Source: an optimization exercise on an open RTL-to-GDS flow (aim: small area, a short achievable clock period and few clock cycles). Production flows keep margins and buffers that such runs may drop.
In this exercise RTL edits were held to simulation tests only and were not proved equivalent to the original.
Power is estimated from default activity; no workload was simulated.

[flow/design.v]
module ex_stage (
  input  logic        clk,
  input  logic        rst,
  input  logic [31:0] i_inst,
  input  logic [2:0]  i_alusel,
  input  logic [4:0]  i_aluop,
  input  logic [31:0] i_srcLeft,
  input  logic [31:0] i_srcRight,
  input  logic [1:0]  i_memop,
  input  logic [4:0]  i_dest,
  input  logic        i_writeEnable,
  input  logic        i_flush,
  output logic [31:0] o_result,
  output logic [1:0]  o_memop,
  output logic [31:0] o_memAddr,
  output logic [31:0] o_storeData,
  output logic [4:0]  o_dest,
  output logic        o_writeEnable,
  output logic        o_overflow,
  output logic        o_stallReq
);
  localparam logic [2:0] SEL_SPECIAL = 3'd0, SEL_LOGIC = 3'd1, SEL_ARITH = 3'd2,
                         SEL_MULDIV  = 3'd3, SEL_MEMACC = 3'd4;
  logic [31:0] A, B;
  logic [31:0] hi, lo;
  assign A = i_srcLeft;
  assign B = i_srcRight;
  function automatic logic [5:0] bitlen(input logic [31:0] x);
    logic [5:0] n;
    n = 6'd0;
    for (int i = 0; i < 32; i++) if (x[i]) n = i + 1;
    bitlen = n;
  endfunction
  function automatic logic [31:0] rev32(input logic [31:0] x);
    for (int i = 0; i < 32; i++) rev32[i] = x[31 - i];
  endfunction
  logic [31:0] r0_q, r1_q, x_q;
  logic [32:0] m_q;
  logic [5:0]  cnt_q;
  logic [2:0]  dg_q;
  logic        busy_q, swap_q, div_q, sgn_q, xs_q, negq_q, dom_q, sub_q;
  logic        kill, is_md, uses_hl, stall, retire, md_start, mthi, mtlo;
  assign kill     = rst | i_flush;
  assign is_md    = (i_alusel == SEL_MULDIV) && (i_aluop[4:2] == 3'd0);
  assign uses_hl  = is_md || ((i_alusel == SEL_SPECIAL) && (i_aluop != 5'd0) && (i_aluop <= 5'd4));
  assign stall    = !kill && busy_q && uses_hl;
  assign retire   = !kill && !stall;
  assign md_start = retire && is_md;
  assign mthi     = retire && (i_alusel == SEL_SPECIAL) && (i_aluop == 5'd3);
  assign mtlo     = retire && (i_alusel == SEL_SPECIAL) && (i_aluop == 5'd4);
  logic        sgn, an, bn, op_div, swp, dz, qz, mneg;
  logic [31:0] ta, tb, msel, sh_out;
  logic [5:0]  lza, lzb, bl, na, lbd, s_div, bl2;
  logic        mlow;
  assign op_div  = i_aluop[1];
  assign sgn     = !i_aluop[0];
  assign an      = sgn && A[31];
  assign bn      = sgn && B[31];
  assign ta      = A ^ {32{an}};
  assign tb      = B ^ {32{bn}};
  assign lza     = bitlen(ta);
  assign lzb     = bitlen(tb);
  assign swp     = lza < lzb;
  assign bl      = swp ? lza : lzb;
  assign msel    = swp ? A : B;
  assign mneg    = swp ? an : bn;
  assign bl2     = bl - 6'd2;
  assign mlow    = (bl == 6'd1) ? 1'b0 : msel[bl2[4:0]];
  assign na      = lza + {5'd0, an};         
  assign lbd     = (lzb == 6'd0) ? {5'd0, bn} : lzb;   
  assign dz      = (lzb == 6'd0) && !bn;     
  assign qz      = na < lbd;                 
  assign s_div   = na - lbd;
  assign sh_out  = B << s_div[4:0];
  logic        last, neg, two, zero, c, accept;
  logic [34:0] base, addv;
  logic [33:0] add_a, add_b, add_s;
  logic        add_c;
  logic [30:0] r0_id;
  logic        r0_down;
  logic [3:0]  tq0, tq1;
  logic [31:0] r0_mul0, r0_mul1, r0_mul, r0_div;
  logic [4:0]  nj;
  logic        qbit;
  assign last = (cnt_q == 6'd1);
  assign neg  = dg_q[2] && !(dg_q[1] && dg_q[0]);
  assign two  = (dg_q == 3'b100) || (dg_q == 3'b011);
  assign zero = (dg_q == 3'b000) || (dg_q == 3'b111);
  assign base = zero ? 35'd0 : (two ? {xs_q, xs_q, x_q, 1'b0} : {xs_q, xs_q, xs_q, x_q});
  assign addv = base ^ {35{neg}};
  always_comb begin
    if (div_q) begin
      add_a = {{2{sgn_q && r1_q[31]}}, r1_q};
      add_b = {m_q[32], m_q} ^ {34{sub_q}};
      add_c = sub_q;
    end else begin
      add_a = {2'b00, r1_q[29:0], 2'b00};
      add_b = {2'b00, addv[31:0]};
      add_c = neg;
    end
  end
  assign add_s  = add_a + add_b + {33'd0, add_c};
  assign c      = add_s[32];
  assign accept = dom_q ? (add_s[33] || (add_s == 34'd0)) : !add_s[33];
  assign r0_down = !div_q && tq0[3];
  assign r0_id   = r0_q[30:0] + {{30{r0_down}}, 1'b1};
  function automatic logic [31:0] r0_add(input logic [3:0] t, input logic [29:0] r,
                                         input logic [29:0] rid);
    r0_add = (t[3:2] == 2'b00) ? {r, t[1:0]} : {rid, t[1:0]};
  endfunction
  assign tq0     = {2'b00, r1_q[31:30]} + {addv[34], addv[34:32]};
  assign tq1     = tq0 + 4'd1;
  assign r0_mul0 = r0_add(tq0, r0_q[29:0], r0_id[29:0]);
  assign r0_mul1 = r0_add(tq1, r0_q[29:0], r0_id[29:0]);
  assign r0_mul  = c ? r0_mul1 : r0_mul0;
  assign qbit   = accept ^ negq_q;
  assign r0_div = (last && negq_q) ? (qbit ? {r0_id, 1'b0} : {r0_q[30:0], 1'b1})
                                   : {r0_q[30:0], qbit};
  assign nj = cnt_q[4:0] - 5'd2;
  always_ff @(posedge clk) begin
    if (rst) begin
      r0_q   <= '0;
      r1_q   <= '0;
      swap_q <= 1'b0;
      busy_q <= 1'b0;
    end else if (busy_q) begin
      cnt_q <= cnt_q - 6'd1;
      dg_q  <= {dg_q[0], m_q[{nj, 1'b1}], m_q[{nj, 1'b0}]};
      if (div_q) begin
        r0_q <= r0_div;
        if (accept) r1_q <= add_s[31:0];
        m_q  <= {m_q[32], m_q[32:1]};
      end else begin
        r0_q <= r0_mul;
        r1_q <= add_s[31:0];
      end
      if (last) busy_q <= 1'b0;
    end else if (md_start) begin
      div_q  <= op_div;
      sgn_q  <= sgn;
      x_q    <= swp ? B : A;
      xs_q   <= swp ? bn : an;
      negq_q <= an ^ bn;
      dom_q  <= an;
      sub_q  <= an == bn;
      m_q    <= op_div ? {bn, sh_out} : {msel, 1'b0};
      dg_q   <= bl[0] ? {mneg, !mneg, mlow} : {mneg, mneg, !mneg};
      swap_q <= op_div;
      r1_q   <= op_div ? A : 32'd0;
      r0_q   <= {32{op_div && (dz || ((an ^ bn) && !qz))}};
      if (op_div) begin
        cnt_q  <= s_div + 6'd1;
        busy_q <= !dz && !qz;
      end else begin
        cnt_q  <= (bl + 6'd2) >> 1;
        busy_q <= !((lza == 6'd0 && !an) || (lzb == 6'd0 && !bn));
      end
    end else begin
      if (mthi) begin
        if (swap_q) r1_q <= A; else r0_q <= A;
      end
      if (mtlo) begin
        if (swap_q) r0_q <= A; else r1_q <= A;
      end
    end
  end
  assign hi = swap_q ? r1_q : r0_q;
  assign lo = swap_q ? r0_q : r1_q;
  function automatic logic [32:0] ks_carry(input logic [31:0] g, input logic [31:0] p,
                                           input logic cin);
    logic [31:0] gg, pp;
    gg = g;
    pp = p;
    gg[0] = g[0] | (p[0] & cin);
    for (int d = 1; d < 32; d = d * 2)
      for (int i = 31; i >= d; i--) begin
        gg[i] = gg[i] | (pp[i] & gg[i - d]);
        pp[i] = pp[i] & pp[i - d];
      end
    ks_carry = {gg, cin};    
  endfunction
  logic [31:0] imm, nb, pa, pd, pm, mem_addr, sh_in, sh_r, sh_res, res, ar_p, ar_c;
  logic [32:0] ca, cd, cm;
  logic        add_ovf, sub_ovf, n31, slt, sltu, left, fill;
  logic [63:0] sh_full;
  assign imm      = {{16{i_inst[15]}}, i_inst[15:0]};
  assign nb       = ~B;
  assign pa       = A ^ B;
  assign pd       = A ^ nb;
  assign pm       = A ^ imm;
  assign ca       = ks_carry(A & B, pa, 1'b0);
  assign cd       = ks_carry(A & nb, pd, 1'b1);
  assign cm       = ks_carry(A & imm, pm, 1'b0);
  assign mem_addr = pm ^ cm[31:0];
  assign add_ovf  = (A[31] ~^ B[31]) & (A[31] ^ ca[31]);
  assign n31      = B[31] ^ (|B[30:0]);
  assign sub_ovf  = (A[31] ~^ n31) & (B[31] ~^ cd[31]);
  assign sltu     = !cd[32];
  assign slt      = !cd[32] ^ A[31] ^ B[31];
  assign left    = (i_aluop[1:0] == 2'd0);
  assign fill    = i_aluop[1] && A[31];
  assign sh_in   = left ? rev32(A) : A;
  assign sh_full = {{32{fill}}, sh_in} >> B[4:0];
  assign sh_r    = sh_full[31:0];
  assign sh_res  = left ? rev32(sh_r) : sh_r;
  logic live, is_sp, is_lg, is_ar, is_mem;
  logic s_hi, s_lo, s_and, s_or, s_xor, s_nor, s_sh, s_add, s_sub, s_slt, s_sltu, s_mem;
  logic we_base, ovf;
  assign live   = !kill;
  assign is_sp  = i_alusel == SEL_SPECIAL;
  assign is_lg  = i_alusel == SEL_LOGIC;
  assign is_ar  = i_alusel == SEL_ARITH;
  assign is_mem = i_alusel == SEL_MEMACC;
  assign s_hi   = live && is_sp && (i_aluop == 5'd1);
  assign s_lo   = live && is_sp && (i_aluop == 5'd2);
  assign s_and  = live && is_lg && (i_aluop == 5'd0);
  assign s_or   = live && is_lg && (i_aluop == 5'd1);
  assign s_xor  = live && is_lg && (i_aluop == 5'd2);
  assign s_nor  = live && is_lg && (i_aluop == 5'd3);
  assign s_sh   = live && is_lg && (i_aluop >= 5'd4) && (i_aluop <= 5'd6);
  assign s_add  = live && is_ar && (i_aluop == 5'd0);
  assign s_sub  = live && is_ar && (i_aluop == 5'd1);
  assign s_slt  = live && is_ar && (i_aluop == 5'd2);
  assign s_sltu = live && is_ar && (i_aluop == 5'd3);
  assign s_mem  = live && is_mem;
  assign ar_p = ({32{s_add}} & pa) | ({32{s_sub}} & pd) | ({32{s_mem}} & pm);
  assign ar_c = ({32{s_add}} & ca[31:0]) | ({32{s_sub}} & cd[31:0]) | ({32{s_mem}} & cm[31:0]);
  assign res = ({32{s_and}} & (A & B)) | ({32{s_or}} & (A | B)) | ({32{s_xor}} & pa)
             | ({32{s_nor}} & ~(A | B)) | ({32{s_hi}} & hi) | ({32{s_lo}} & lo)
             | ({32{s_sh}} & sh_res) | (ar_p ^ ar_c)
             | {31'd0, (s_slt & slt) | (s_sltu & sltu)};
  always_comb begin
    we_base = 1'b0;
    case (i_alusel)
      SEL_SPECIAL: we_base = (i_aluop == 5'd0) ? i_writeEnable : ((i_aluop == 5'd1) || (i_aluop == 5'd2));
      SEL_LOGIC:   we_base = (i_aluop <= 5'd6) && i_writeEnable;
      SEL_ARITH:   we_base = (i_aluop <= 5'd3) && i_writeEnable;
      SEL_MEMACC:  we_base = i_writeEnable;
      default:     we_base = 1'b0;
    endcase
  end
  assign ovf = (s_add & add_ovf) | (s_sub & sub_ovf);
  assign o_result      = res;
  assign o_memop       = i_memop & {2{live}};
  assign o_memAddr     = mem_addr & {32{live}};
  assign o_storeData   = i_srcRight & {32{live}};
  assign o_dest        = i_dest & {5{live}};
  assign o_writeEnable = live && we_base && !stall && !ovf;
  assign o_overflow    = ovf;
  assign o_stallReq    = stall;
endmodule
[flow/constraint.sdc]
create_clock -name core_clock -period 9.0 [get_ports {clk}]
set_input_delay 1.8000 -clock core_clock [delete_from_list [all_inputs] [get_ports {clk}]]
set_output_delay 1.8000 -clock core_clock [all_outputs]
set_load 0.01 [all_outputs]
[flow/run.sh]
#!/bin/bash
# synth_recipe.tcl (not shown) runs the flow's synth.tcl, then flattens the netlist and writes it again
# the make line also repeats each setting of config.mk as NAME=value (left out here)
make -C /OpenROAD-flow-scripts/flow DESIGN_CONFIG=/design/flow/config.mk WORK_HOME=/design/flow/orfs CLKGATE_MAP_FILE= SYNTH_SCRIPT=/design/flow/synth_recipe.tcl finish
[flow/config.mk]
export PLATFORM = sky130hd
export DESIGN_NAME = ex_stage
export DESIGN_NICKNAME = ex_stage
export VERILOG_FILES = /design/flow/design.v
export SDC_FILE = /design/flow/constraint.sdc
export NUM_CORES = 4
export LEC_CHECK = 0
export ABC_AREA = 0
export CAP_MARGIN = 20
export CORE_MARGIN = 2
export CORE_UTILIZATION = 40
export SETUP_SLACK_MARGIN = 1.9
export SLEW_MARGIN = 20
export TNS_END_PERCENT = 10
==> summary.txt, run 1 <==
The flow ran to the end and the layout has no timing, DRC or antenna violations. Hold repair after CTS inserted 0 buffers. The number of CTS-inserted buffers was 17; the number of placement rows was 97. Dividing the synthesized area by the synthesized cell count gives 7.217 µm². Net switching is 45.39% of the power. The tools report the count of vias placed by the detailed router as 33453. Final hold analysis gives a worst-case slack of 566.5 ps. Setup violations remaining at the end of the flow were counted as 0. In this run, flip-flops and latches consume 21.2% of the power. Synthesis produced a netlist with a net count of 4248. The count of pins on the block boundary is 221. The clock transition time at the flip-flop clock pins of the worst setup and hold paths was 70 ps. The worst path required time is 7200 ps, and the average via count per standard cell is 6.627. The logs give 5500 ps for the arrival time at the worst endpoint and 0 for the residual antenna-violating net count after detailed routing. The largest buffer count on any clock path was 2; the vertical die dimension was 269.8 µm.

In this run, distinct cell masters in the synthesized netlist total 102. Leaving out fill and tap cells, the most frequent cells in the layout are 423 x sky130_fd_sc_hd__nand2_1, 355 x sky130_fd_sc_hd__nor2_1, 350 x sky130_fd_sc_hd__a21oi_1, 261 x sky130_fd_sc_hd__o21ai_0, 244 x sky130_fd_sc_hd__buf_4. After synthesis the netlist holds a flip-flop and latch count of 146. After layout, the design draws a total of 3.444 mW. The length in cells of the worst reg-to-reg path came out at 18.

The number of iterations in the first detailed-routing pass is 7. The min-delay analysis places its worst path in the category flip-flop to flip-flop. The final critical-path required period came out at 7298 ps. In the final routed layout, each cell accounts on average for 28.20 µm. Of all cell types, the one taking the most synthesized area is sky130_fd_sc_hd__ha_1.

The tools report the largest net degree at the start of global routing as 109. The count of port buffers added during placement was 204. For this design, the sink count on the clock tree is 146.

Overall routing resource usage: 37.07%. The die covers 72800 µm². Setup repair after global routing could not meet its margin everywhere. The tools report the number of antenna violations at the first check in global routing as 13. The initial utilization of the core area, before any placement, comes to 40.36%. Detailed placement finished with a half-perimeter wire length of 106.0 mm. Across the run, the number of max-cap violations was 0.

For this run the aggregate overflow at the end of global routing stands at 0. Summed over all cells, the static leakage comes to 13.52 nW. The run gives 34160 µm² as the final standard cell area without fillers. The final hold violation count came out at 0. TritonCTS built the clock tree. Setup total negative slack on the finished layout was measured at 0 ps.

The area added between synthesis and finish is 20.85%, and the fraction of registers with async set/reset is 0%. The post-route netlist has 16.89% of its cells at a drive strength greater than 1. The peak supply drop was 0.1528 mV. The post-synthesis cell count is 3916. The final layout net count came out at 4422. The number of global-route vias before repair came out at 30470. The cell area that synthesis handed to floorplanning was 28260 µm². For this run, design rule violations remaining after detail routing come to 0. The pin slew with the least headroom to its limit came out at 1203 ps. Along the worst path, the maximum fanout reaches 35. Between clock sinks in the finished design, the worst skew comes to 10.37 ps. Wires add up to 142.4 mm. The core outline area came out at 70030 µm².

The run gives 1 as the number of synthesis warnings. Sorting the synthesized cells by area gives the leading types as sky130_fd_sc_hd__ha_1 9.3%, sky130_fd_sc_hd__edfxtp_1 8.5%, sky130_fd_sc_hd__mux2i_1 7.1%, sky130_fd_sc_hd__a21oi_1 6.7%, sky130_fd_sc_hd__nand2_1 5.7%. By startpoint and endpoint, the worst setup path is classified as input pin to output port. The relative slew slack came out at 19.51%.

The logs give 22.0% for the power share of the clock group and 56.8% for the combinational group share of total power. The worst setup path is launched from an input pin. The die width is 269.8 µm, and the placement-stage worst setup slack is 370.8 ps.

Maximum level of the CTS H-tree: 4. After filler insertion, the fill cell instance count of the layout stands at 6977. The max-slew violation count came out at 0.

Sequential elements use 13.17% of the synthesized area. For the clock latency reported for the late side of the worst-skew pair, the log shows 460 ps. CTS placed an instance of sky130_fd_sc_hd__clkbuf_16 at the clock tree root. The tools report the cell area reported after detailed placement as 31750 µm².

The worst setup path is captured at an output port. The power per cell area was 100.8 nW/µm²; the maximum clock frequency was 0.1370 GHz. Prevailing post-synth register cell: sky130_fd_sc_hd__edfxtp_1. The flip-flop and latch area was 3726 µm². The count of cells along the worst hold path came out at 2. The internal portion of the total power is 1.881 mW. The number of enable-type register cells in the synthesized netlist came out at 80.

The congestion estimate from routability-driven global placement came to 1.060. The worst path uses 81.09% of the clock period. The switching power was 1.563 mW; the fraction of post-synthesis cell area in the top cell type by area was 9.341%. The library cell used most frequently in the layout, excluding fill and tap cells, is sky130_fd_sc_hd__nand2_1. The run gives 203.9 mm as the global-route wire length before repair. The logs give 1702 ps for the final worst slack and 4730 for the DRC violation total after the first TritonRoute iteration. The run gives 23710 µm² as the combined area of the multi-input logic cells.
[critical path: stages]
cell,delay (ps)
sky130_fd_sc_hd__buf_2,160
sky130_fd_sc_hd__buf_4,290
sky130_fd_sc_hd__clkinv_2,190
sky130_fd_sc_hd__buf_12,230
sky130_fd_sc_hd__mux4_2,470
sky130_fd_sc_hd__mux2i_2,240
sky130_fd_sc_hd__mux2i_1,180
sky130_fd_sc_hd__a211oi_2,380
sky130_fd_sc_hd__a21oi_1,100
sky130_fd_sc_hd__a21oi_1,380
sky130_fd_sc_hd__nor2_1,110
sky130_fd_sc_hd__nor3_1,400
sky130_fd_sc_hd__o21ai_1,190
sky130_fd_sc_hd__dlygate4sd2_1,330
[cell usage after synthesis, drive strengths merged, types with 24 or more instances]
library cell  number
nor4              24
a221oi            45
dfxtp             66
nand3             65
o21ai            321
mux4              40
o21a              44
ha               211
nor3             110
xor2              39
and3              28
o221ai            46
clkbuf           251
a211oi            57
a21oi            379
xnor2            131
nand2b            31
mux2              90
edfxtp            80
and2              49
o211ai            37
a21o              67
buf               76
inv              141
nand4             25
nor2             364
a22oi             64
nand2            428
a221o             33
mux2i            200
o31ai             24
a2111oi           55
[metrics by stage]
step	utilization [%]	cells
2_1_floorplan	-	3916
3_3_place_gp	45.33	4924
3_5_place_dp	45.33	4924
4_1_cts	48.23	5022
5_1_grt	48.76	5044
6_report	48.78	5048
[area by class of cell]
| class | count | share of cell area (%) |
|---|---|---|
| diodes | 5 | 0.03663 |
| clock buffers | 17 | 1.245 |
| clock inverters | 15 | 0.5458 |
| inverters | 143 | 1.751 |
| multi-input cells | 3303 | 69.42 |
| flip-flops and latches | 146 | 10.91 |
| well taps | 940 | 3.443 |
| repair buffers | 479 | 12.65 |
[power by group through the flow]
stage | clock network (mW) | registers [mW] | logic (mW)
after global placement | 0 | 0.745 | 1.76
after floorplan | 0 | 0.743 | 1.09
final | 0.757 | 0.730 | 1.96
after global routing | 0.787 | 0.730 | 2.05
after detailed placement | 0 | 0.745 | 1.77
after CTS | 0.761 | 0.730 | 1.86
[layer usage]
| metal | global-route usage, % | part of all wire [%] |
|---|---|---|
| met5 | 0 | 0.071 |
| met4 | 21.90 | 7.2 |
| met3 | 11.54 | 14 |
| met2 | 52.79 | 40 |
| met1 | 48.88 | 39 |
[path summary, 6_finish.rpt]
kind                       end  slack (ps)          start
hold reg to reg        r1_q[0]         570        r1_q[0]
setup / recovery  o_result[29]        1700  i_srcRight[0]
setup reg to reg      r0_q[10]        2300        dg_q[2]
hold / removal         r1_q[0]         570        r1_q[0]
[registers in the layout, summed over array words and instances, names as in the netlist, 3 cells and up]
register  cells
r1_q         32
dg_q          3
cnt_q         6
r0_q         32
m_q          33
x_q          32
[logic make-up (layout without fill, tap and decap cells)]
group	Yosys count	count (layout)	share of synthesized area, %
fa+ha+maj	217	217	9.766
other cells	0	5	0
compound gates	1358	1358	31.63
flops	146	146	13.17
xor+xnor	170	170	5.268
buf+inv	470	654	6.552
mux	330	330	13.86
simple gates	1225	1228	19.76
[repair_timing]
action,CTS,global route
gates cloned,2,1
setup buffers,64,20
pin swaps,58,17
setup endpoints to repair,94,82
gates resized for setup,397,63
Testbench counts, summed over its fixed seeds: cycles 7,336.
==> run 2, diff against run 1 <==
--- a/flow/config.mk
+++ b/flow/config.mk
@@ -13,2 +13 @@
 export SLEW_MARGIN = 20
-export TNS_END_PERCENT = 10
==> run 2 against run 1 <==
Net effect: still clean on timing, DRC and antenna; total power rose by 1.2%; register-to-register slack improved by 90 ps; cell count rose by 0.26%; critical endpoint is now o_result[31]; largest cell class unchanged; largest power group unchanged.
==> summary.txt, run 2 <==
The final critical-path required period works out to 7287 ps (-11.53 ps). Counting flops per register, the top entry is m_q. The switching share of power came out at 45.43% (+0.048 points).

The path type of the worst setup path was input pin to output port. The run gives 4248 (unchanged) as the number of nets produced by synthesis. In this run the worst setup path terminates at o_result[31]. The run gives 22.96% (+3.5 points) as the relative slew slack. The run gives 0 (unchanged) as the DRC violation count after routing.

The run gives 0 (unchanged) as the overflow left after global routing. The maximum cell stage delay along the critical path came out at 570 ps (+100 ps). The tools report the switching power as 1.584 mW (+1.3%). Pin slew with the least headroom to its limit: 1151 ps (-51.65 ps).

STA classifies the critical path startpoint as an input pin. Worst hold-check path type: flip-flop to flip-flop. The post-placement cell count is 4924 (unchanged).

Fraction of post-synthesis cell area in the top cell type by area: 9.341% (unchanged). For the number of antenna violations at the first check in global routing, the log shows 11 (-2). The register area share after synthesis is 13.17% (unchanged).

The commonest cells after synthesis are 428 x sky130_fd_sc_hd__nand2_1, 376 x sky130_fd_sc_hd__a21oi_1, 362 x sky130_fd_sc_hd__nor2_1. The number of enable-type register cells in the synthesized netlist came out at 80 (unchanged). Setup repair after global routing could not meet its margin everywhere. DRC violation total after the first TritonRoute iteration: 5096 (+7.7%). After synthesis, the cell types taking the most area are sky130_fd_sc_hd__ha_1 9.3%, sky130_fd_sc_hd__edfxtp_1 8.5%, sky130_fd_sc_hd__mux2i_1 7.1%, sky130_fd_sc_hd__a21oi_1 6.7%, sky130_fd_sc_hd__nand2_1 5.7%. The final hold violation count was 0 (unchanged); the power share of the clock group was 21.7% (-0.3 points).

The starting utilization of the core area was 40.36% (unchanged). The largest total area in the synthesized netlist belongs to sky130_fd_sc_hd__ha_1. For the leakage power, the log shows 13.64 nW (+0.92%). Walking the worst path, the cells encountered are clkdlybuf4s50_1, inv_2, ha_1, o21a_1, nor2_1, nor2b_1, and3_1, a31oi_4, o21ai_2, a31o_2, a221oi_4, o31ai_2, nand2_1, o211ai_1, xor2_1, o2111ai_2, buf_2.

The count of different cell masters after synthesis is 102 (unchanged). For the global-route wire length before repair, the log shows 204.4 mm (+0.20%). The critical-path maximum fanout came out at 3 (-91%).

The logs give 4 (unchanged) for the maximum level of the CTS H-tree and 146 (unchanged) for the number of sinks on the clock net. The filler-free cell count of the finished design is 5061 (+0.26%), and the final layout net count is 4434 (+0.27%). The prevailing post-synth register cell is sky130_fd_sc_hd__edfxtp_1.

The clock latency reported for the late side of the worst-skew pair was 460 ps (about the same). The max-slew violation count is 0 (unchanged). Global placement routability congestion: 1.060 (unchanged). The launching instance or port of the critical path is i_srcLeft[17]. The count of port buffers added during placement came out at 204 (unchanged). The average instance area after synthesis was 7.217 µm² (unchanged); the maximum clock frequency was 0.1372 GHz (+0.16%).

The power per cell area came out at 101.1 nW/µm² (+0.27%). Die width: 269.8 µm (unchanged). The synthesized cell area came out at 28260 µm² (unchanged). The final cycle utilization of the critical path works out to 80.96% (-0.13 points).

The half-perimeter wire length after placement was 106.0 mm (unchanged); the number of flip-flops and latches in the synthesized netlist was 146 (unchanged). The tools report the peak supply drop as 0.1527 mV (about the same). The number of global-route vias before repair came out at 30479 (+0.030%). Routed wirelength normalized by instance count: 28.29 µm (+0.29%).

The number of synthesis warnings is 1 (unchanged). In this run the critical register-to-register path is captured at r0_q[10]. The worst register-to-register path begins at dg_q[2]. The arrival time at the worst endpoint was 5490 ps (about the same). The most common cell in the synthesized netlist is sky130_fd_sc_hd__nand2_1. The largest buffer count on any clock path is 2 (unchanged).

For the number of max-cap violations, the log shows 0 (unchanged). The average via count per standard cell is 6.691 (+0.97%), and the layout cell share with drive strength beyond 1 is 18.15% (+1.3 points). The area growth from synthesis to layout is 22.01%.

The tools report the fill cell instance count of the final layout as 6943 (-0.49%). The combinational group share of total power is 57.3% (+0.5 points). The logs give 0 (unchanged) for the number of failing setup endpoints in the final timing report and 72800 µm² (unchanged) for the total die area. The number of iterations in the first detailed-routing pass was 8 (+1); the worst path required time was 7200 ps (about the same). TritonCTS built the clock tree. The total power after layout was 3.487 mW (+1.2%); the worst-case register-to-register setup slack was 2390 ps (+90 ps). The master of the slowest instance on the critical path was sky130_fd_sc_hd__clkdlybuf4s50_1.

For the internal power, the log shows 1.903 mW (+1.1%). For the overall routing resource usage, the log shows 37.14% (+0.070 points). The proportion of power drawn by flip-flops and latches came out at 20.9% (-0.3 points). Fraction of registers with async set/reset: 0% (unchanged).

The tools report the post-synthesis cell count as 3916 (unchanged). The flow ran to the end and the layout has no timing, DRC or antenna violations. The worst setup path is captured at an output port.

For the number of placement rows, the log shows 97 (unchanged). CTS placed an instance of sky130_fd_sc_hd__clkbuf_16 at the clock tree root. The worst path buffer plus inverter count was 3 (-2).

The vertical die dimension was 269.8 µm (unchanged); the flip-flop count of the largest register after layout was 33 (unchanged). The count of pins on the block boundary is 221 (unchanged). The summed negative setup slack over all endpoints was 0 ps (unchanged); the number of CTS-inserted buffers was 17 (unchanged).

The setup clock skew after layout was 10.42 ps (+0.05330 ps). The top cell types in the final layout, fill and taps aside, are 422 x sky130_fd_sc_hd__nand2_1, 353 x sky130_fd_sc_hd__nor2_1, 343 x sky130_fd_sc_hd__a21oi_1, 255 x sky130_fd_sc_hd__o21ai_0, 244 x sky130_fd_sc_hd__buf_4. Most common cell after layout, fill and taps aside: sky130_fd_sc_hd__nand2_1. The run gives 109 (unchanged) as the largest net degree at the start of global routing. The total wire length after detailed routing is 143.2 mm (+0.55%), and the residual antenna-violating net count after detailed routing is 0 (unchanged). The run gives 33865 (+1.2%) as the count of vias placed by the detailed router. The path length in cells of the critical path was 17 (+3); the length in cells of the worst reg-to-reg path was 18 (unchanged). Kind of cell adding the most delay to the critical path: compound AO/OA/AOI/OAI gates. The clock transition time at the flip-flop clock pins of the worst setup and hold paths works out to 70 ps (about the same). The core outline area was 70030 µm² (unchanged).
==> run 2: cell counts after synthesis <==
Identical to the previous run, type by type.
==> run 2: cell families (layout without fill, tap and decap cells) <==
group                    count (synthesis)  after routing  share of synthesized area, %
AO/OA/AOI/OAI                         1358           1358                         31.63
XOR/XNOR                               170            170                         5.268
adder cells (fa/ha/maj)                217            217                         9.766
buffers and inverters                  470            665                         6.552
flip-flops                             146            146                         13.17
multiplexers                           330            330                         13.86
other                                    0              6                             0
AND/OR/NAND/NOR                       1225           1229                         19.76
==> run 2: worst reg2reg max path: cells and delay by family, from the launching register on <==
kind,cells,cell delay [ps]
compound gates,7,2760
simple gates,6,1200
buf+inv,2,940
flops,1,610
fa+ha+maj,1,500
mux,1,230
xor+xnor,1,190
==> run 2: layer usage <==
| metal | vias to the layer above | GRT usage, % | routed length [µm] |
|---|---|---|---|
| li1 | 14944 | - | - |
| met1 | 15909 | 48.94 | 55850 |
| met2 | 2457 | 53.17 | 57580 |
| met3 | 543 | 11.70 | 19400 |
| met4 | 12 | 21.21 | 10230 |
| met5 | - | 0 | 100 |
==> run 2: area by class of cell <==
class / count / area [µm²] / share of cell area [%]
sequential: 146 / 3726 / 10.81
timing repair buffer: 490 / 4415 / 12.80
tap: 940 / 1176 / 3.411
antenna: 6 / 15.01 / 0.04354
clock buffer: 17 / 425.4 / 1.234
clock inverter: 15 / 186.4 / 0.5406
multi-input combinational: 3304 / 23940 / 69.43
inverter: 143 / 598.1 / 1.734
==> run 2: how the worst min path moves through the flow <==
stage | end | startpoint | cells after the start
final | r1_q[27] | r1_q[27] | 2
after global routing | r1_q[0] | r1_q[0] | 2
after CTS | r1_q[0] | r1_q[0] | 2
after detailed placement | r1_q[0] | r1_q[0] | 2
after global placement | r1_q[0] | r1_q[0] | 2
after floorplan | r1_q[22] | r1_q[22] | 2
==> run 2: metrics by stage <==
step / hold WS, ps / area, µm² / utilization (%) / setup slack [ps]
4_1_cts: 558.6 / 33850 / 48.33 / 1849
5_1_grt: 567.1 / 34470 / 49.22 / 1693
2_1_floorplan: 459.7 / 28280 / - / 1885
3_3_place_gp: 541.6 / 31750 / 45.33 / 373.2
6_report: 570.6 / 34480 / 49.24 / 1713
3_5_place_dp: 550.9 / 31750 / 45.33 / 370.8
==> run 2: power groups by stage <==
stage               Combinational (mW)  Clock (mW)  Sequential (mW)
global route                      2.09       0.787            0.730
global placement                  1.76           0            0.745
detailed placement                1.77           0            0.745
floorplan                         1.09           0            0.743
finish                            2.00       0.758            0.730
CTS                               1.86       0.761            0.730
==> run 2: timing repair <==
item	CTS	global route
resized for setup	414	139
setup endpoints to repair	94	71
gates cloned	2	2
hold buffers	0	0
pin swaps	68	45
buffers inserted	67	28
==> run 3, diff against run 2 <==
--- a/flow/design.v
+++ b/flow/design.v
@@ -168,3 +168,3 @@
   assign lo = swap_q ? r0_q : r1_q;
-  function automatic logic [32:0] ks_carry(input logic [31:0] g, input logic [31:0] p,
+  function automatic logic [32:0] sk_carry(input logic [31:0] g, input logic [31:0] p,
                                            input logic cin);
@@ -175,7 +175,8 @@
     for (int d = 1; d < 32; d = d * 2)
-      for (int i = 31; i >= d; i--) begin
-        gg[i] = gg[i] | (pp[i] & gg[i - d]);
-        pp[i] = pp[i] & pp[i - d];
-      end
-    ks_carry = {gg, cin};    
+      for (int i = 0; i < 32; i++)
+        if ((i / d) % 2 == 1) begin
+          gg[i] = gg[i] | (pp[i] & gg[(i / d) * d - 1]);
+          pp[i] = pp[i] & pp[(i / d) * d - 1];
+        end
+    sk_carry = {gg, cin};    
   endfunction
@@ -190,5 +191,5 @@
   assign pm       = A ^ imm;
-  assign ca       = ks_carry(A & B, pa, 1'b0);
-  assign cd       = ks_carry(A & nb, pd, 1'b1);
-  assign cm       = ks_carry(A & imm, pm, 1'b0);
+  assign ca       = sk_carry(A & B, pa, 1'b0);
+  assign cd       = sk_carry(A & nb, pd, 1'b1);
+  assign cm       = sk_carry(A & imm, pm, 1'b0);
   assign mem_addr = pm ^ cm[31:0];
--- a/flow/config.mk
+++ b/flow/config.mk
@@ -11,3 +11,3 @@
 export CORE_UTILIZATION = 40
-export SETUP_SLACK_MARGIN = 1.9
+export SETUP_SLACK_MARGIN = 1.7
 export SLEW_MARGIN = 20
==> run 3 against run 2 <==
Net effect: largest power group unchanged; global-route usage increased by 1.9 points; largest cell class unchanged; wire length increased by 0.16%; combinational power decreased by 7%; still clean on timing, DRC and antenna; highest routed layer unchanged.
==> summary.txt, run 3 <==
The run finished with no timing, DRC or antenna violations. The logs give 480 ps (+20 ps) for the clock latency reported for the late side of the worst-skew pair and 3861 (-1.4%) for the post-synthesis cell count. Ranked by total cell area, the synthesized netlist is headed by sky130_fd_sc_hd__ha_1 9.5%, sky130_fd_sc_hd__edfxtp_1 8.6%, sky130_fd_sc_hd__a21oi_1 7.1%, sky130_fd_sc_hd__mux2i_1 6.6%, sky130_fd_sc_hd__nor2_1 6.1%. The count of vias placed by the detailed router was 32695 (-3.5%); the number of antenna violations at the first check in global routing was 5 (-6). The maximum clock frequency was 0.1359 GHz (-0.98%). By count the netlist is led by 455 x sky130_fd_sc_hd__nor2_1, 395 x sky130_fd_sc_hd__a21oi_1, 332 x sky130_fd_sc_hd__nand2_1.

The tools report the leakage power as 13.14 nW (-3.6%). The tools report the number of global-route vias before repair as 29407 (-3.5%). The worst hold-check slack is 540.8 ps (-29.84 ps). The switching share of power works out to 45.55% (+0.11 points). Ranked by flip-flop count, first place goes to m_q. The max-slew violation count was 0 (unchanged).

The final core utilization was 48.80% (-0.44 points); the switching power was 1.498 mW (-5.4%). Setup repair after global routing could not meet its margin everywhere. Tracing the worst setup path back leads to its startpoint at i_srcRight[3]. For the count of pins on the block boundary, the log shows 221 (unchanged). The tools report the overflow left after global routing as 0 (unchanged). The critical path is of the input pin to flip-flop type. The number of enable-type register cells in the synthesized netlist works out to 80 (unchanged). Number of CTS-inserted buffers: 17 (unchanged). The synthesized cell area was 27820 µm² (-1.6%); the relative slew slack was 29.06% (+6.1 points). For the half-perimeter wire length after placement, the log shows 109.7 mm (+3.5%). The power per cell area is 98.09 nW/µm² (-3.0%), and the critical-path maximum fanout is 108 (+105). Length in cells of the worst reg-to-reg path: 19 (+1).

Leaving out fill and tap cells, the most frequent cell in the layout is sky130_fd_sc_hd__nor2_1. The global placement routability congestion is 1.021 (-3.7%). The post-placement cell count is 4849 (-1.5%), and the final critical-path required period is 7359 ps (+71.93 ps).

In the post-synthesis netlist, the cell with the most instances is sky130_fd_sc_hd__nor2_1. The area added between synthesis and finish is 20.53%. Startpoint of the worst register-to-register path: dg_q[2]. The pin slew with the least headroom to its limit is 1064 ps (-87.20 ps). For the total die area, the log shows 71660 µm² (-1.6%).

The arrival time at the worst endpoint came out at 7540 ps (+2050 ps). The summed negative setup slack over all endpoints was 0 ps (unchanged); the number of nets produced by synthesis was 4197 (-1.2%). The filler-free cell count of the finished design is 4946 (-2.3%), and the cell area reported after detailed placement is 31200 µm² (-1.7%).

The run gives 1.791 mW (-5.9%) as the internal power. The register area share after synthesis was 13.39% (+0.21 points); the number of flip-flops and latches in the synthesized netlist was 146 (unchanged). The count of different cell masters after synthesis is 95 (-6.9%), and the fraction of post-synthesis cell area in the top cell type by area is 9.491% (+0.15 points). The tools report the reg-to-reg endpoint as r0_q[27]. The final standard cell area without fillers was 33530 µm² (-2.8%); the die width was 267.7 µm (-0.78%).

The number of failing setup endpoints in the final timing report was 0 (unchanged). Clock root buffer: sky130_fd_sc_hd__clkbuf_16. For the final hold violation count, the log shows 0 (unchanged). The starting utilization of the core area was 40.48% (+0.12 points).

The average instance area after synthesis is 7.204 µm² (-0.18%). The combinational group share of total power was 56.3% (-1.0 points). The largest net degree at the start of global routing is 109 (unchanged). The overall routing resource usage is 39.07% (+1.9 points).

The logs give 0 (unchanged) for the DRC violation count after routing and 0.09455 mV (-38%) for the peak supply drop. The worst path required time came out at 9180 ps (+1980 ps). STA classifies the critical path endpoint as a flip-flop.

The power share of the clock group was 21.5% (-0.2 points); the routed wirelength normalized by instance count was 28.99 µm (+2.5%). For the proportion of power drawn by flip-flops and latches, the log shows 22.2% (+1.3 points). The flip-flop count of the largest register after layout was 33 (unchanged).

The critical path ends at dg_q[0]. Clock transition time at the flip-flop clock pins of the worst setup and hold paths: 70 ps (about the same). The fraction of registers with async set/reset was 0% (unchanged). The worst hold-check path type was flip-flop to flip-flop. The logs give 1 (unchanged) for the number of synthesis warnings and 21.48 ps (+11.06 ps) for the setup clock skew after layout.

The largest buffer count on any clock path was 2 (unchanged). The worst-case register-to-register setup slack was 2280 ps (-110 ps). The number of iterations in the first detailed-routing pass was 9 (+1). The run gives 96 (-1.0%) as the number of placement rows. The global-route wire length before repair was 205.6 mm (+0.61%); the final layout net count was 4335 (-2.2%). The core outline area was 68710 µm² (-1.9%).

Leaving out fill and tap cells, the most frequent cells in the layout are 444 x sky130_fd_sc_hd__nor2_1, 361 x sky130_fd_sc_hd__a21oi_1, 330 x sky130_fd_sc_hd__nand2_1, 259 x sky130_fd_sc_hd__o21ai_0, 201 x sky130_fd_sc_hd__buf_4. The residual antenna-violating net count after detailed routing was 0 (unchanged). For the number of sinks on the clock net, the log shows 146 (unchanged). Nature of the critical path startpoint: an input pin. The dominant cell type by area after synthesis was sky130_fd_sc_hd__ha_1.

For the total wire length after detailed routing, the log shows 143.4 mm (+0.16%). The count of port buffers added during placement is 204 (unchanged), and the number of max-cap violations is 0 (unchanged). The DRC violation total after the first TritonRoute iteration was 4649 (-8.8%). The layout cell share with drive strength beyond 1 is 15.58% (-2.6 points). TritonCTS built the clock tree. The average via count per standard cell is 6.610 (-1.2%). The final cycle utilization of the critical path was 81.76% (+0.80 points). The vertical die dimension was 267.7 µm (-0.78%). The prevailing post-synth register cell is sky130_fd_sc_hd__edfxtp_1. The maximum level of the CTS H-tree is 4 (unchanged).
## run 3: cells by family after synthesis
group	synth area share, %
AOI/OAI and AO/OA	33.10
xor gates and xnor gates	5.668
adders and majority gates	10.21
buffers and inverters	6.495
DFF	13.39
muxes	12.21
and+or+nand+nor	18.92
## run 3: what timing repair did
item                                    in CTS  in global routing
gates resized for setup                    307                131
pin swaps                                   30                 36
hold endpoints to repair                     0                  0
endpoints found under the setup margin      55                 82
hold buffers                                 0                  0
setup buffers                               35                 21
gates cloned                                 6                  0
## run 3: area by class of cell
type                    count  area (µm²)
fillers                  7015       35180
multi-input cells        3257       23470
repair buffers            440        4031
flip-flops and latches    146        3726
well taps                 931        1165
inverters                 137       583.1
clock buffers              19       455.4
clock inverters            13       92.59
diodes                      3       7.507
## run 3: routing by layer
metal | routed length, µm | up-vias | GRT usage (%)
li1 | - | 14698 | -
met1 | 60020 | 15566 | 54.23
met5 | 48 | - | 0
met3 | 16090 | 356 | 8.579
met4 | 9807 | 2 | 23.06
met2 | 57420 | 2073 | 55.02
## run 3: worst min-delay path by stage
stage / start / end / slack [ps] / cells after the start
floorplan: r1_q[10] / r1_q[10] / 480 / 1
detailed placement: r1_q[27] / r1_q[27] / 520 / 1
global placement: r1_q[27] / r1_q[27] / 510 / 1
global route: r1_q[27] / r1_q[27] / 560 / 1
finish: r1_q[27] / r1_q[27] / 540 / 1
CTS: r1_q[27] / r1_q[27] / 540 / 1
## run 3: worst max-delay path, stage by stage
cell and delay (ps):
sky130_fd_sc_hd__dlygate4sd2_1 360, sky130_fd_sc_hd__nor2_1 640, sky130_fd_sc_hd__o21ai_0 180, sky130_fd_sc_hd__a221oi_1 420
sky130_fd_sc_hd__o211ai_1 210, sky130_fd_sc_hd__a211o_1 340, sky130_fd_sc_hd__nor2b_1 160, sky130_fd_sc_hd__a21oi_4 350
sky130_fd_sc_hd__inv_1 90, sky130_fd_sc_hd__ha_1 290, sky130_fd_sc_hd__nor2_1 40, sky130_fd_sc_hd__o21a_1 200
sky130_fd_sc_hd__a31oi_4 240, sky130_fd_sc_hd__buf_4 870, sky130_fd_sc_hd__mux2i_1 300, sky130_fd_sc_hd__nor2_1 230
sky130_fd_sc_hd__nor3_1 120, sky130_fd_sc_hd__nor3_1 480, sky130_fd_sc_hd__o211ai_1 180
## run 3: metrics by stage
stage	power, mW	setup slack, ps
finish	3.289	1641
global route	3.423	1535
CTS	3.176	1597
detailed placement	2.404	497.4
global placement	2.402	464.2
floorplan	1.813	1773
## run 3: power by group through the flow
stage	Clock, mW	Combinational [mW]	Sequential (mW)
3_3_place_gp	0	1.66	0.746
4_1_cts	0.711	1.73	0.731
6_report	0.706	1.85	0.732
5_1_grt	0.733	1.96	0.731
2_1_floorplan	0	1.07	0.743
3_5_place_dp	0	1.66	0.746
Testbench counts of run 3, summed over its fixed seeds: cycles 7,336.
==> run 4, diff against run 3 <==
--- a/flow/config.mk
+++ b/flow/config.mk
@@ -11,3 +11,3 @@
 export CORE_UTILIZATION = 40
-export SETUP_SLACK_MARGIN = 1.7
+export SETUP_SLACK_MARGIN = 2.1
 export SLEW_MARGIN = 20
==> run 4 against run 3 <==
Net effect: core utilization grew 1.9 points; flip-flop and latch count is the same; worst hold slack gained 30 ps; critical endpoint is now o_result[31]; total power grew 5.8%; cell count grew 1.7%; sequential share of layout area shrank 0.42 points; worst setup slack gained 340 ps; clock skew shrank 9.7 ps; register-to-register slack gained 360 ps; critical path type is now input pin to output port; die area is the same.
==> summary.txt, run 4 <==
Max-slew violation count: 0 (unchanged). Setup repair after global routing could not meet its margin everywhere. The final hold violation count was 0 (unchanged). The final critical-path required period works out to 7020 ps (-339.0 ps). The length in cells of the worst reg-to-reg path came out at 24 (+5). The average via count per standard cell is 6.620 (+0.15%), and the switching share of power is 45.03% (-0.52 points). The post-placement cell count came out at 4852 (+0.062%). The dominant cell type by area after synthesis is sky130_fd_sc_hd__ha_1.

For the flip-flop and latch area, the log shows 3726 µm² (unchanged). The run gives 1980 ps (+339.0 ps) as the final worst slack. For the power share of the clock group, the log shows 21.3% (-0.2 points). For the combined area of the multi-input logic cells, the log shows 24080 µm² (+2.6%).

The fraction of registers with async set/reset is 0% (unchanged), and the register area share after synthesis is 13.39% (unchanged). The proportion of power drawn by flip-flops and latches was 21.0% (-1.2 points). The maximum level of the CTS H-tree was 4 (unchanged).

The final cycle utilization of the critical path was 77.99% (-3.8 points). In the post-synthesis netlist, the biggest area contributors are sky130_fd_sc_hd__ha_1 9.5%, sky130_fd_sc_hd__edfxtp_1 8.6%, sky130_fd_sc_hd__a21oi_1 7.1%, sky130_fd_sc_hd__mux2i_1 6.6%, sky130_fd_sc_hd__nor2_1 6.1%. Largest buffer count on any clock path: 2 (unchanged).

The tools report the setup clock skew after layout as 11.74 ps (-9.742 ps). The root buffer cell chosen for the clock tree is sky130_fd_sc_hd__clkbuf_16. The flip-flop count of the largest register after layout is 33 (unchanged), and the number of iterations in the first detailed-routing pass is 7 (-2). The number of enable-type register cells in the synthesized netlist is 80 (unchanged). The run gives 68710 µm² (unchanged) as the core outline area. The number of sinks on the clock net was 146 (unchanged).

The worst setup path is of the input pin to output port kind. The synthesized cell area came out at 27820 µm² (unchanged). The tools report the number of CTS-inserted buffers as 17 (unchanged). The tools report the count of different cell masters after synthesis as 95 (unchanged). The tools report the nature of the critical path startpoint as an input pin. The tools report the overflow left after global routing as 0 (unchanged). The path with the worst hold slack has its endpoint at r1_q[27]. The run gives 4418 (+1.9%) as the final layout net count. The count of vias placed by the detailed router came out at 33306 (+1.9%). The number of nets produced by synthesis was 4197 (unchanged); the final standard cell area without fillers was 34830 µm² (+3.9%). The residual antenna-violating net count after detailed routing was 0 (unchanged); the count of cells along the worst hold path was 1 (unchanged). The number of synthesis warnings came out at 1 (unchanged).

The maximum clock frequency was 0.1425 GHz (+4.8%); the placement-stage worst setup slack was 332.0 ps (-165.5 ps). The kind of capture point of the worst setup path was an output port. The run gives 102 (-6.4%) as the largest net degree at the start of global routing. The library cells used most frequently in the layout, excluding fill and tap cells, are 436 x sky130_fd_sc_hd__nor2_1, 351 x sky130_fd_sc_hd__a21oi_1, 328 x sky130_fd_sc_hd__nand2_1, 258 x sky130_fd_sc_hd__buf_4, 246 x sky130_fd_sc_hd__o21ai_0. For the number of max-cap violations, the log shows 0 (unchanged). Among the stages of the critical path, the cell type that occurs most often is sky130_fd_sc_hd__a21o_1. The tools report the summed negative setup slack over all endpoints as 0 ps (unchanged). The run gives 1.566 mW (+4.6%) as the switching power. Die width: 267.7 µm (unchanged). Leaving out fill and tap cells, the most frequent cell in the layout is sky130_fd_sc_hd__nor2_1. For the DRC violation count after routing, the log shows 0 (unchanged). The average instance area after synthesis is 7.204 µm² (unchanged), and the count of pins on the block boundary is 221 (unchanged).

Most frequently used cell type in the post-synthesis netlist: sky130_fd_sc_hd__nor2_1. The relative slew slack was 25.09% (-4.0 points). The run gives 5031 (+1.7%) as the filler-free cell count of the finished design. The DRC violation total after the first TritonRoute iteration is 4487 (-3.5%), and the total die area is 71660 µm² (unchanged). The layout cell share with drive strength beyond 1 was 20.20% (+4.6 points); the overall routing resource usage was 39.21% (+0.14 points).

The vertical die dimension was 267.7 µm (unchanged); the number of placement rows was 96 (unchanged). Clock latency reported for the late side of the worst-skew pair: 480 ps (about the same). The leakage power came out at 13.64 nW (+3.8%).

The run finished with no timing, DRC or antenna violations. The number of global-route vias before repair came out at 29617 (+0.71%). The worst hold path begins at r1_q[27]. The global placement routability congestion is 1.075 (+5.3%). The startpoint identified for the worst register-to-register timing path is dg_q[0]. Counting flops per register, the top entry is m_q. The count of port buffers added during placement works out to 204 (unchanged).

The tightest min-delay check is of the flip-flop to flip-flop type. Relative to the synthesized area, the layout overhead comes to 25.23%. The clock transition time at the flip-flop clock pins of the worst setup and hold paths was 60 ps (about the same).

The run gives 11 (+6) as the number of antenna violations at the first check in global routing. The combinational group share of total power was 57.7% (+1.4 points). The power per cell area came out at 99.86 nW/µm² (+1.8%). In this design, the largest share of critical-path delay is due to compound AO/OA/AOI/OAI gates. The post-synthesis cell count is 3861 (unchanged).

The run gives 2640 ps (+360 ps) as the worst-case register-to-register setup slack. The internal power was 1.912 mW (+6.8%). The logs give 0 (unchanged) for the number of failing setup endpoints in the final timing report and 0.1413 mV (+49%) for the peak supply drop. The run gives 31240 µm² (+0.12%) as the cell area reported after detailed placement. The run gives 7200 ps (-1980 ps) as the worst path required time. The master of the slowest instance on the critical path was sky130_fd_sc_hd__mux2_4. The routed wirelength normalized by instance count is 28.96 µm (-0.10%). The critical-path maximum fanout came out at 3 (-97%). The worst hold-check slack was 571.0 ps (+30.24 ps); the arrival time at the worst endpoint was 5220 ps (-2320 ps). Walking the worst path, the cells encountered are buf_8, buf_8, ha_4, a21o_1, a21o_1, a2111oi_4, nand4_1, o21ai_4, o311ai_4, a211o_1, a21o_1, a21oi_2, buf_4, o31ai_4, buf_4, nand2_2, o221ai_2, mux2_4, buf_6. The worst path buffer plus inverter count works out to 5 (+2). The maximum cell stage delay along the critical path works out to 370 ps (-500 ps). The prevailing post-synth register cell is sky130_fd_sc_hd__edfxtp_1. The pin slew with the least headroom to its limit was 1117 ps (+52.71 ps); the half-perimeter wire length after placement was 108.4 mm (-1.1%). TritonCTS built the clock tree. Fraction of post-synthesis cell area in the top cell type by area: 9.491% (unchanged). The reg-to-reg endpoint is r0_q[31]. The number of flip-flops and latches in the synthesized netlist is 146 (unchanged), and the fill cell instance count of the final layout is 6854 (-2.3%). The starting utilization of the core area was 40.48% (unchanged). The tools report the total wire length after detailed routing as 145.7 mm (+1.6%). The tools report the global-route wire length before repair as 205.9 mm (+0.12%). By count the netlist is led by 455 x sky130_fd_sc_hd__nor2_1, 395 x sky130_fd_sc_hd__a21oi_1, 332 x sky130_fd_sc_hd__nand2_1.
[run 4: area by class of cell]
class                   instances  share of cell area [%]
repair buffers                521                   13.47
clock inverters                15                  0.4526
diodes                          5                 0.03592
multi-input cells            3259                   69.13
well taps                     931                   3.344
clock buffers                  17                   1.221
inverters                     137                   1.642
flip-flops and latches        146                   10.70
[run 4: worst reg2reg max path, stage by stage (launching register included)]
cell and delay [ps]:
sky130_fd_sc_hd__edfxtp_1 500, sky130_fd_sc_hd__xnor2_2 570, sky130_fd_sc_hd__buf_4 380, sky130_fd_sc_hd__o221ai_1 220, sky130_fd_sc_hd__ha_1 240, sky130_fd_sc_hd__a21oi_1 360
sky130_fd_sc_hd__xnor2_1 170, sky130_fd_sc_hd__nand2b_1 140, sky130_fd_sc_hd__inv_1 80, sky130_fd_sc_hd__buf_4 330, sky130_fd_sc_hd__ha_1 330, sky130_fd_sc_hd__a211oi_1 430
sky130_fd_sc_hd__o211ai_1 250, sky130_fd_sc_hd__nand4_1 190, sky130_fd_sc_hd__a31o_2 190, sky130_fd_sc_hd__o21ai_0 150, sky130_fd_sc_hd__o41ai_1 330, sky130_fd_sc_hd__buf_4 210
sky130_fd_sc_hd__a21oi_1 110, sky130_fd_sc_hd__o21ai_0 250, sky130_fd_sc_hd__o21ai_0 160, sky130_fd_sc_hd__xor2_1 190, sky130_fd_sc_hd__mux2i_1 160, sky130_fd_sc_hd__o221ai_1 120
sky130_fd_sc_hd__o21bai_1 170
[run 4: how the worst max path moves through the flow]
stage,start,to,slack (ps),cells past startpoint
6_report,i_srcRight[14],o_result[31],1980,19
5_1_grt,i_srcRight[14],o_result[31],1870,19
4_1_cts,i_aluop[0],o_result[28],1950,17
3_5_place_dp,i_srcLeft[0],o_result[30],330,18
3_3_place_gp,i_srcLeft[0],o_result[30],330,18
2_1_floorplan,i_srcRight[1],o_result[30],2110,18
[run 4: through the flow]
step / power [mW] / utilization, %
2_1_floorplan: 1.815 / -
3_3_place_gp: 2.424 / 45.47
3_5_place_dp: 2.423 / 45.47
4_1_cts: 3.294 / 49.24
5_1_grt: 3.609 / 50.68
6_report: 3.479 / 50.70
[run 4: what timing repair did]
item / CTS / global route
pin swaps: 77 / 69
resized for setup: 509 / 217
gates cloned: 7 / 0
buffers inserted: 73 / 61
hold buffers: 0 / 0
setup endpoints to repair: 99 / 128
[run 4: power groups by stage]
stage	Clock [mW]	Combinational (mW)	Sequential, mW
global route	0.768	2.11	0.731
detailed placement	0	1.68	0.746
finish	0.741	2.01	0.731
global placement	0	1.68	0.746
floorplan	0	1.07	0.743
CTS	0.743	1.82	0.731
[run 4: routing by layer]
| layer | track usage [%] | vias up | wire (µm) |
|---|---|---|---|
| met2 | 55.50 | 2185 | 58170 |
| li1 | - | 14906 | - |
| met4 | 26.92 | 6 | 12110 |
| met3 | 9.323 | 436 | 17220 |
| met1 | 52.34 | 15773 | 58160 |
| met5 | 0 | - | 42 |
[run 4: logic make-up after synthesis]
family	Yosys count	share of synthesized area (%)
fa+ha+maj	221	10.21
flops	146	13.39
buf+inv	462	6.495
compound gates	1390	33.10
xor+xnor	180	5.668
simple gates	1174	18.92
mux	288	12.21
==> run 5, diff against run 4 <==
--- a/flow/config.mk
+++ b/flow/config.mk
@@ -11,3 +11,4 @@
 export CORE_UTILIZATION = 40
-export SETUP_SLACK_MARGIN = 2.1
+export PLACE_DENSITY = 0.7
+export SETUP_SLACK_MARGIN = 1.9
 export SLEW_MARGIN = 20
==> run 5 against run 4 <==
Net effect: still clean on timing, DRC and antenna; sequential share of layout area is 0.33 points higher; global-route usage is 0.34 points lower; worst setup slack worse by 180 ps; worst hold slack better by 9.8 ps; critical path depth is 7 lower; flip-flop and latch count stayed put; core utilization is 1.5 points lower; clock skew is 9.2 ps higher; largest power group unchanged.
==> summary.txt, run 5 <==
The run finished with no timing, DRC or antenna violations. The power per cell area is 100.0 nW/µm² (+0.16%), and the post-cts hold buffer count is 0 (unchanged). The register containing the most flip-flops in the final layout is m_q.

The final cycle utilization of the critical path came out at 79.98% (+2.0 points). The fraction of post-synthesis cell area in the top cell type by area was 9.491% (unchanged). The number of enable-type register cells in the synthesized netlist was 80 (unchanged).

The logs give 71660 µm² (unchanged) for the total die area and 0 (unchanged) for the residual antenna-violating net count after detailed routing. The average via count per standard cell came out at 6.743 (+1.9%). The post-placement cell count came out at 4847 (-0.10%). The clock root buffer was sky130_fd_sc_hd__clkbuf_16. Path type of the worst setup path: input pin to output port. The run gives 5400 ps (+180 ps) as the arrival time at the worst endpoint. The critical-path maximum fanout is 18 (+15), and the maximum level of the CTS H-tree is 4 (unchanged). In the post-synthesis netlist, the biggest area contributors are sky130_fd_sc_hd__ha_1 9.5%, sky130_fd_sc_hd__edfxtp_1 8.6%, sky130_fd_sc_hd__a21oi_1 7.1%, sky130_fd_sc_hd__mux2i_1 6.6%, sky130_fd_sc_hd__nor2_1 6.1%.

The number of nets produced by synthesis is 4197 (unchanged), and the count of port buffers added during placement is 204 (unchanged). The run gives 4357 (-1.4%) as the final layout net count. The number of flip-flops and latches in the synthesized netlist came out at 146 (unchanged). The run gives 0 (unchanged) as the overflow left after global routing. The final critical-path required period works out to 7198 ps (+178.3 ps). Layout cell share with drive strength beyond 1: 16.81% (-3.4 points).

Summed negative setup slack over all endpoints: 0 ps (unchanged). TritonCTS built the clock tree. The tools report the post-synthesis cell count as 3861 (unchanged). For the placement-stage worst setup slack, the log shows 511.5 ps (+179.5 ps). Count of vias placed by the detailed router: 33499 (+0.58%).

Summed over all instances, the cell type with the most area after synthesis is sky130_fd_sc_hd__ha_1. The logs give 143.2 mm (-1.7%) for the total wire length after detailed routing and 2610 ps (-30 ps) for the worst-case register-to-register setup slack. The worst hold-check slack was 580.8 ps (+9.760 ps); the number of failing setup endpoints in the final timing report was 0 (unchanged). The switching share of power is 46.52% (+1.5 points).

Fill cell instance count of the final layout: 6832 (-0.32%). The library cell used most frequently in the layout, excluding fill and tap cells, is sky130_fd_sc_hd__nor2_1. The number of CTS-inserted buffers is 17 (unchanged). The leakage power is 13.35 nW (-2.1%). The tools report the maximum clock frequency as 0.1389 GHz (-2.5%). The library cells used most frequently in the layout, excluding fill and tap cells, are 445 x sky130_fd_sc_hd__nor2_1, 355 x sky130_fd_sc_hd__a21oi_1, 329 x sky130_fd_sc_hd__nand2_1, 254 x sky130_fd_sc_hd__o21ai_0, 214 x sky130_fd_sc_hd__buf_4.

The DRC violation total after the first TritonRoute iteration was 5145 (+15%); the final core utilization was 49.18% (-1.5 points). The power share of the clock group came out at 22.8% (+1.5 points). The switching power was 1.572 mW (+0.37%); the number of antenna violations at the first check in global routing was 9 (-2).

The tools report the relative slew slack as 21.31% (-3.8 points). The overall routing resource usage is 38.87% (-0.34 points), and the proportion of power drawn by flip-flops and latches is 21.6% (+0.6 points). The combinational group share of total power came out at 55.6% (-2.1 points).

Setup repair after global routing could not meet its margin everywhere. The cell area reported after detailed placement was 31180 µm² (-0.18%); the average instance area after synthesis was 7.204 µm² (unchanged). The number of sinks on the clock net was 146 (unchanged). The logs give 20.93 ps (+9.191 ps) for the setup clock skew after layout and 95 (unchanged) for the count of different cell masters after synthesis. The number of placement rows was 96 (unchanged); the clock transition time at the flip-flop clock pins of the worst setup and hold paths was 70 ps (about the same). Clock latency reported for the late side of the worst-skew pair: 470 ps (about the same). The prevailing post-synth register cell is sky130_fd_sc_hd__edfxtp_1. The most frequently used cell type in the post-synthesis netlist is sky130_fd_sc_hd__nor2_1. The run gives 9 (+2) as the number of iterations in the first detailed-routing pass. The final hold violation count is 0 (unchanged), and the routed wirelength normalized by instance count is 28.83 µm (-0.46%). The peak supply drop was 0.1315 mV (-6.9%). Worst hold-check path type: flip-flop to flip-flop. The tools report the total power after layout as 3.379 mW (-2.9%).

Number of global-route vias before repair: 29966 (+1.2%). For the worst path required time, the log shows 7200 ps (about the same). Final standard cell area without fillers: 33790 µm² (-3.0%).

The DRC violation count after routing is 0 (unchanged), and the starting utilization of the core area is 40.48% (unchanged). The tools report the nature of the critical path startpoint as an input pin. The tools report the half-perimeter wire length after placement as 106.5 mm (-1.8%).

Max-slew violation count: 0 (unchanged). The tools report the largest net degree at the start of global routing as 74 (-27%). The number of max-cap violations came out at 0 (unchanged). The synthesized cell area was 27820 µm² (unchanged). The internal power is 1.807 mW (-5.5%), and the register area share after synthesis is 13.39% (unchanged).

The pin slew with the least headroom to its limit came out at 1176 ps (+59.20 ps). Count of pins on the block boundary: 221 (unchanged). The global-route wire length before repair was 205.7 mm (about the same); the area added between synthesis and finish was 21.47%. Number of synthesis warnings: 1 (unchanged). Counting instances in the post-synthesis netlist gives the leading cell types as 455 x sky130_fd_sc_hd__nor2_1, 395 x sky130_fd_sc_hd__a21oi_1, 332 x sky130_fd_sc_hd__nand2_1. The flip-flop count of the largest register after layout came out at 33 (unchanged).

The global placement routability congestion was 1.034 (-3.8%); the vertical die dimension was 267.7 µm (unchanged). The die width is 267.7 µm (unchanged). The logs give 4968 (-1.3%) for the filler-free cell count of the finished design and 2 (unchanged) for the largest buffer count on any clock path.

The fraction of registers with async set/reset works out to 0% (unchanged). The final worst slack is 1802 ps (-178.3 ps). The core outline area came out at 68710 µm² (unchanged).

The tools report the kind of capture point of the worst setup path as an output port.
-- run 5: critical path, stage by stage --
cell and delay, ps:
sky130_fd_sc_hd__buf_4 190, sky130_fd_sc_hd__buf_4 330, sky130_fd_sc_hd__clkinv_2 270, sky130_fd_sc_hd__nand3_1 410, sky130_fd_sc_hd__nor2_4 190, sky130_fd_sc_hd__a221oi_1 440, sky130_fd_sc_hd__a21oi_2 160, sky130_fd_sc_hd__a221o_1 320
sky130_fd_sc_hd__a2111oi_2 420, sky130_fd_sc_hd__o21ai_0 150, sky130_fd_sc_hd__a21o_1 180, sky130_fd_sc_hd__clkdlybuf4s50_1 500
-- run 5: path summary, 6_finish.rpt --
kind	endpoint	cells past startpoint	startpoint
max reg2reg	r0_q[25]	19	div_q
max	o_result[12]	12	i_aluop[0]
min reg2reg	r1_q[22]	1	r1_q[22]
min	r1_q[22]	1	r1_q[22]
-- run 5: cell families (layout without fill, tap and decap cells) --
logic type      after synthesis  in the layout  share of synthesized area [%]
fa+ha+maj                   221            221                          10.21
other cells                   0              3                              0
mux                         288            288                          12.21
compound gates             1390           1390                          33.10
buf+inv                     462            632                          6.495
xor+xnor                    180            180                          5.668
simple gates               1174           1177                          18.92
flops                       146            146                          13.39
-- run 5: routing by layer --
| metal | wire length [µm] | track usage (%) | share of wire [%] |
|---|---|---|---|
| met2 | 56430 | 54.18 | 39 |
| met5 | 25 | 0 | 0.017 |
| met4 | 11920 | 27.45 | 8.3 |
| met3 | 19030 | 8.643 | 13 |
| met1 | 55800 | 52.65 | 39 |
-- run 5: area by class of cell --
cell class	instances	area, µm²	share of cell area, %
diodes	3	7.507	0.02222
well taps	931	1165	3.448
flip-flops and latches	146	3726	11.03
clock buffers	17	425.4	1.259
repair buffers	463	4220	12.49
inverters	137	548.0	1.622
clock inverters	15	196.4	0.5814
multi-input cells	3256	23500	69.55
-- run 5: power groups by stage --
stage / sequential [mW] / clock (mW) / combinational (mW)
floorplan: 0.743 / 0 / 1.07
global route: 0.731 / 0.789 / 1.98
CTS: 0.730 / 0.766 / 1.75
finish: 0.731 / 0.769 / 1.88
global placement: 0.746 / 0 / 1.66
detailed placement: 0.746 / 0 / 1.66
-- run 5: what timing repair did --
item	4_1_cts	5_1_grt
hold endpoints to repair	0	0
buffers inserted	55	26
gates resized for setup	337	155
pin swaps	46	36
endpoints found under the setup margin	118	83
gates cloned	4	1
==> run 6, diff against run 5 <==
--- a/flow/config.mk
+++ b/flow/config.mk
@@ -11,3 +11,3 @@
 export CORE_UTILIZATION = 40
-export PLACE_DENSITY = 0.7
+export GPL_ROUTABILITY_DRIVEN = 0
 export SETUP_SLACK_MARGIN = 1.9
==> run 6 against run 5 <==
Net effect: global-route usage is 1.9 points lower; clock-buffer cell count up 2; synthesized cell count is the same; via count is 1.1% lower; flip-flop and latch count unchanged; wire length decreased by 3.9%; sequential power barely moved; non-clock buffer count down 4; maximum frequency decreased by 0.68%; design area rose by 0.31%; total power fell by 1.2%; critical path type unchanged; critical endpoint is now o_result[30].
==> summary.txt, run 6 <==
The flow ran to the end and the layout has no timing, DRC or antenna violations. Most numerous cell on the critical path: sky130_fd_sc_hd__buf_4. The relative slew slack is 23.69% (+2.4 points), and the combinational group share of total power is 56.9% (+1.3 points).

The tools report the total die area as 71660 µm² (unchanged). The logs give 6928 (+1.4%) for the fill cell instance count of the final layout and 197.5 mm (-4.0%) for the global-route wire length before repair. The register containing the most flip-flops in the final layout was m_q. The run gives 0 (unchanged) as the number of failing setup endpoints in the final timing report.

The master of the slowest instance on the critical path is sky130_fd_sc_hd__clkdlybuf4s50_1. On the critical path the largest part of the delay comes from compound AO/OA/AOI/OAI gates. For the maximum clock frequency, the log shows 0.1380 GHz (-0.68%). The worst path buffer plus inverter count was 5 (+1). For the number of global-route vias before repair, the log shows 29457 (-1.7%). The final layout net count is 4355 (-0.046%). The die width was 267.7 µm (unchanged); the pin slew with the least headroom to its limit was 1140 ps (-35.56 ps). The number of enable-type register cells in the synthesized netlist is 80 (unchanged), and the overflow left after global routing is 0 (unchanged). The run gives 0 (unchanged) as the final hold violation count. The biggest area contributor in the post-synthesis netlist is sky130_fd_sc_hd__ha_1.

Vertical die dimension: 267.7 µm (unchanged). The logs give 5450 ps (+50 ps) for the arrival time at the worst endpoint and 95 (+28%) for the largest net degree at the start of global routing. The logs give 7200 ps (about the same) for the worst path required time and 7 (-2) for the number of iterations in the first detailed-routing pass. The number of flip-flops and latches in the synthesized netlist is 146 (unchanged). For the register area share after synthesis, the log shows 13.39% (unchanged). The average instance area after synthesis came out at 7.204 µm² (unchanged). The run gives 0 (unchanged) as the residual antenna-violating net count after detailed routing.

For the flip-flop and latch area, the log shows 3726 µm² (unchanged). The count of port buffers added during placement was 204 (unchanged). Setup repair after global routing could not meet its margin everywhere.

The count of different cell masters after synthesis is 95 (unchanged).
[run 6: cell count changes in the layout (fill, tap and decap cells not counted), moves of 4 or more]
cell and delta:
sky130_fd_sc_hd__a211oi_1 +4, sky130_fd_sc_hd__a211oi_2 -4, sky130_fd_sc_hd__a21oi_1 +11, sky130_fd_sc_hd__a21oi_2 -13, sky130_fd_sc_hd__buf_2 -5, sky130_fd_sc_hd__buf_4 -4, sky130_fd_sc_hd__clkinv_1 +5, sky130_fd_sc_hd__clkinv_8 -6
sky130_fd_sc_hd__diode_2 +5, sky130_fd_sc_hd__dlygate4sd2_1 +7, sky130_fd_sc_hd__ha_2 -4, sky130_fd_sc_hd__ha_4 +4, sky130_fd_sc_hd__inv_8 -4, sky130_fd_sc_hd__nor2_1 -4
[run 6: kinds of logic after synthesis]
kind of cell	synth area share (%)
AOI/OAI and AO/OA	33.10
xor gates and xnor gates	5.668
adders and majority gates	10.21
buffers and inverters	6.495
DFF	13.39
muxes	12.21
and+or+nand+nor	18.92
[run 6: final timing paths]
kind | from | end | slack (ps) | cells past startpoint
setup reg to reg | dg_q[2] | r0_q[31] | 2450 | 25
setup / recovery | i_srcRight[23] | o_result[30] | 1750 | 15
hold reg to reg | r1_q[29] | r1_q[29] | 560 | 1
hold / removal | r1_q[29] | r1_q[29] | 560 | 1
[run 6: worst reg2reg max path: cells and delay by family, from the launching register on]
kind / cells / cell delay [ps]
buf+inv: 4 / 1310
xor+xnor: 2 / 520
flops: 1 / 380
fa+ha+maj: 2 / 580
compound gates: 12 / 2420
simple gates: 4 / 1140
mux: 1 / 130
[run 6: metal layers]
layer	track usage [%]	routed length, µm
met1	48.50	52800
met2	52.74	54970
met3	9.066	18020
met4	26.09	11750
met5	0	34
[run 6: stage by stage]
stage	setup slack, ps	area [µm²]	total power [mW]	utilization, %
2_1_floorplan	1915	27830	1.814	-
3_3_place_gp	552.9	31110	2.387	45.28
3_5_place_dp	464.4	31110	2.390	45.28
4_1_cts	1722	32910	3.191	47.90
5_1_grt	1706	33870	3.465	49.30
6_report	1753	33890	3.340	49.33
[run 6: final cells by class]
| cell class | instances | share of cell area, % |
|---|---|---|
| Antenna cell | 8 | 0.05907 |
| Tap cell | 931 | 3.437 |
| Timing Repair Buffer | 459 | 12.59 |
| Clock buffer | 19 | 1.277 |
| Inverter | 137 | 1.665 |
| Multi-Input combinational cell | 3258 | 69.64 |
| Clock inverter | 11 | 0.3359 |
| Sequential cell | 146 | 10.99 |
[run 6: power by group through the flow]
stage,logic (mW),registers (mW),clock network [mW]
2_1_floorplan,1.07,0.743,0
3_3_place_gp,1.64,0.746,0
3_5_place_dp,1.64,0.746,0
4_1_cts,1.75,0.731,0.709
5_1_grt,2.01,0.732,0.729
6_report,1.90,0.732,0.707
[run 6: what timing repair did]
item	CTS	global route
pin swaps	50	58
setup buffers	47	39
gates resized for setup	309	180
setup endpoints to repair	89	100
gates cloned	6	1

re-timing with driven ports:
How much do the figures lean on ideal ports? The routed layouts below were timed once more, with nothing changed but the port constraints.
Step 1: set_driving_cell puts a clkbuf_16 on clk and a buf_2 on each other input, an assumption about the parent block.
Step 2, shift: input delay + t, output delay - t, t = (earliest + latest rising clock arrival at the registers) / 2. This alone moves slack from input paths to output paths.
Three values: ideal, step 1, step 2; two values: the first two.
run	t, ns	slack for setup (ns)
run 1	0.504	1.702 / 1.644 / 1.300
run 2	0.507	1.713 / 1.685 / 1.585
run 3	0.531	1.641 / 1.687 / 1.156
run 4	0.540	1.980 / 1.936 / 1.688
run 5	0.518	1.802 / 1.774 / 1.630
run 6	0.512	1.753 / 1.729 / 1.406
After both steps every run listed still meets setup and hold.
